Source: an optimization exercise on an open RTL-to-GDS flow (aim: small area, a short achievable clock period and few clock cycles per item). Production flows keep margins and buffers that such runs may drop. In this exercise RTL edits were held to simulation tests only and were not proved equivalent to the original. Power is estimated from default activity; no workload was simulated.

Setup of zinc:
## binary_erosion_cross_top
module binary_erosion_cross_top #(
    parameter int MAX_ROWS = 4096
) (
    input  logic               aclk,
    input  logic               aresetn,
    input  logic               cfg_wr_en,
    input  logic [bec_pkg::CFG_AW-1:0]  cfg_addr,
    input  logic [bec_pkg::RCNT_W-1:0]  cfg_wdata,
    input  logic               s_tvalid,
    output logic               s_tready,
    input  logic [bec_pkg::ROW_W-1:0]   s_tdata,    
    output logic               m_tvalid,
    input  logic               m_tready,
    output logic [bec_pkg::MDATA_W-1:0] m_tdata,    
    output logic               m_tlast     
);
    localparam int ROW_W = bec_pkg::ROW_W;
    localparam int IDX_W = bec_pkg::IDX_W;
    logic [IDX_W-1:0] hm2_reg;       
    logic [5:0]       wm1_reg;       
    logic [ROW_W-1:0] cur_reg;
    logic [ROW_W-1:0] part_reg;
    logic [IDX_W-1:0] idx_reg;       
    logic             first_reg;     
    logic             fin_reg;       
    logic [ROW_W-1:0] mask;
    logic [ROW_W-1:0] east;
    logic [ROW_W-1:0] part_next;
    logic             take;
    logic             last_row;
    logic [12:0] cfg_rows;
    logic [6:0]  cfg_cols;
    always_comb begin
        cfg_rows = cfg_wdata;
        cfg_cols = cfg_wdata[6:0];
    end
    always_ff @(posedge aclk) begin
        if (!aresetn) begin
            hm2_reg <= '0;
            wm1_reg <= 6'd63;
        end else if (cfg_wr_en) begin
            if (cfg_addr == 1'b0) begin
                if (cfg_rows < 13'd2)         hm2_reg <= '0;
                else if (cfg_rows > 13'd4096) hm2_reg <= 12'd4094;
  ...
Size in the first run: roughly 700 cells after synthesis, roughly 170 I/O pins.
clock: 5.5 ns
lec_check: 0
cap_margin: 20
core_margin: 2
core_utilization: 40
cts_buf_list: sky130_fd_sc_hd__clkbuf_8
setup_slack_margin: 3
slew_margin: 20
run.sh (not shown) runs the stock make flow with config.mk's settings and CLKGATE_MAP_FILE= SYNTH_SCRIPT=/design/flow/synth_recipe.tcl, a recipe that flattens the netlist after the stock synthesis.
Testbench counts of zinc, summed over its fixed seeds: cycles 7,854, results 7,566.
The inputs of indigo differ from those of zinc as listed below.
Settings: CTS_CLUSTER_SIZE newly set to 40.
==> flow/flow/run.sh (new file) <==
#!/bin/bash
# Standard layout, with the port buffers inserted as buf_2 cells instead of the default choice.
set -euo pipefail
export BUFFER_PORTS_ARGS="-buffer_cell sky130_fd_sc_hd__buf_2"
bash standard.sh finish > orfs_flow.log 2>&1
==> flow/standard.sh (new file) <==
#!/bin/bash
# synth_recipe.tcl (not shown) runs the flow's synth.tcl, then flattens the netlist and writes it again
# the make line also repeats each setting of config.mk as NAME=value (left out here)
make -C /OpenROAD-flow-scripts/flow DESIGN_CONFIG=/design/flow/config.mk WORK_HOME=/design/flow/orfs CLKGATE_MAP_FILE= SYNTH_SCRIPT=/design/flow/synth_recipe.tcl "${@:-finish}"
removed: flow/run.sh
Findings:
- indigo -> zinc: met1 wire length flat
- Against zinc as the reference, indigo delivers a lower power density over the cells.
- Compared to zinc, indigo has relative contribution of combinational cells to total power 0.4 points lower.
- Between zinc and indigo, the maximum clock frequency figures differ only marginally.
- Final setup slack of the worst path: indigo worse than zinc
- Against zinc, indigo comes in 4.0 points lower on layout-stage area growth over the synthesis result.
- indigo finished all stages; the layout is clean.
- Clock-cell share of area in indigo is 0.31 points lower than in zinc
- Relative to zinc, the final area measured on indigo has decreased by a few percent.
- indigo vs zinc — violation count after the first detailed-route iteration dropped 28.
For lagoon, these inputs were changed with respect to indigo:
Settings: a deleted CTS_CLUSTER_SIZE that had been 40; a change of SETUP_SLACK_MARGIN from 3 to 2.75.
==> summary.txt <==
Diff indigo..lagoon | number of max-cap violations | unchanged
Going from indigo to lagoon, the final cell count was found to have gone down by 80.
| clock network area share | lagoon vs indigo | 0.81 points higher |
Against indigo, pin count of the biggest net entering global routing in lagoon rose by more than half.
Summary of lagoon over indigo: time the worst path needs with I/O delays and setup picked up an extra 0.066 ns, fraction of layout cells with a size suffix above 1 lost 7.0 points, synthesis-to-finish area growth lost 17 points, setup slack lost 0.066 ns.
diff inputs: lagoon => harbor
Settings: a change of SETUP_SLACK_MARGIN from 2.75 to 2.9.
- In the tables for lagoon and harbor, routed wire length on met3 reads higher with harbor.
- Max wire length of the first global-routing pass across lagoon and harbor: harbor
- Delta (harbor minus lagoon): clock power -5.4%; number of buffers other than clock buffers in the final layout has increased; design area has increased.
Inputs modified between harbor and maple:
Settings: CORE_UTILIZATION now 50, was 40; SETUP_SLACK_MARGIN now 3, was 2.9.
==> flow/run.sh (new file) <==
#!/bin/bash
# synth_recipe.tcl (not shown) runs the flow's synth.tcl, then flattens the netlist and writes it again
# the make line also repeats each setting of config.mk as NAME=value (left out here)
make -C /OpenROAD-flow-scripts/flow DESIGN_CONFIG=/design/flow/config.mk WORK_HOME=/design/flow/orfs CLKGATE_MAP_FILE= SYNTH_SCRIPT=/design/flow/synth_recipe.tcl finish
removed: flow/flow/run.sh
removed: flow/standard.sh
Notes after the runs:
Largest stage delay on the critical path: maple vs harbor — no meaningful difference. Worst hold slack: maple better than harbor. When maple is set beside harbor, its post-synthesis to final-layout area growth turns out to be 6.0 points larger. Ratio of total power to cell area of harbor is on par with maple. Delta (maple minus harbor): maximum operating frequency comparable, global-route wire length before repair increased by 1.5% relative to the old numbers, portion of the clock cycle consumed by the worst path in the final layout was more or less identical, design area rose 4.6%, global-route usage shows an increase of 5.0 points. Summary: with harbor as the reference, power in maple moved up by a few percent.

## separate check: timing with driven ports
How much do the figures lean on ideal ports? The routed layouts below were timed once more, with nothing changed but the port constraints. Step 1, drivers: a clkbuf_16 drives aclk and a buf_2 each remaining input, both assumed. Step 2, shift: input delay + t, output delay - t, t = (earliest + latest rising clock arrival at the registers) / 2. This alone moves slack from input paths to output paths. Three values: no drivers, after step 1, after step 2; two values: the first two.
| run | shift t [ns] | setup slack, ns | worst setup path at the end | clock arrival spread, ns | worst data-port slew with drivers (ns) |
|---|---|---|---|---|---|
| zinc | 0.502 | 2.872 / 2.830 / 2.542 | input to register | 0.012 / 0.013 | 0.07 |
| indigo | 0.491 | 2.865 / 2.808 / 2.579 | input to register | 0.018 / 0.018 | 0.08 |
| lagoon | 0.489 | 2.799 / 2.751 / 2.410 | input to register | 0.013 / 0.013 | 0.07 |
| harbor | 0.493 | 2.868 / 2.809 / 2.572 | input to register | 0.011 / 0.010 | 0.08 |
| maple | 0.500 | 2.866 / 2.806 / 2.557 | input to register | 0.017 / 0.016 | 0.08 |
After both steps every run listed still meets setup and hold. For lagoon, which loses most, drivers alone change the setup slack by -0.048 ns; drivers and shift together by -0.389 ns.
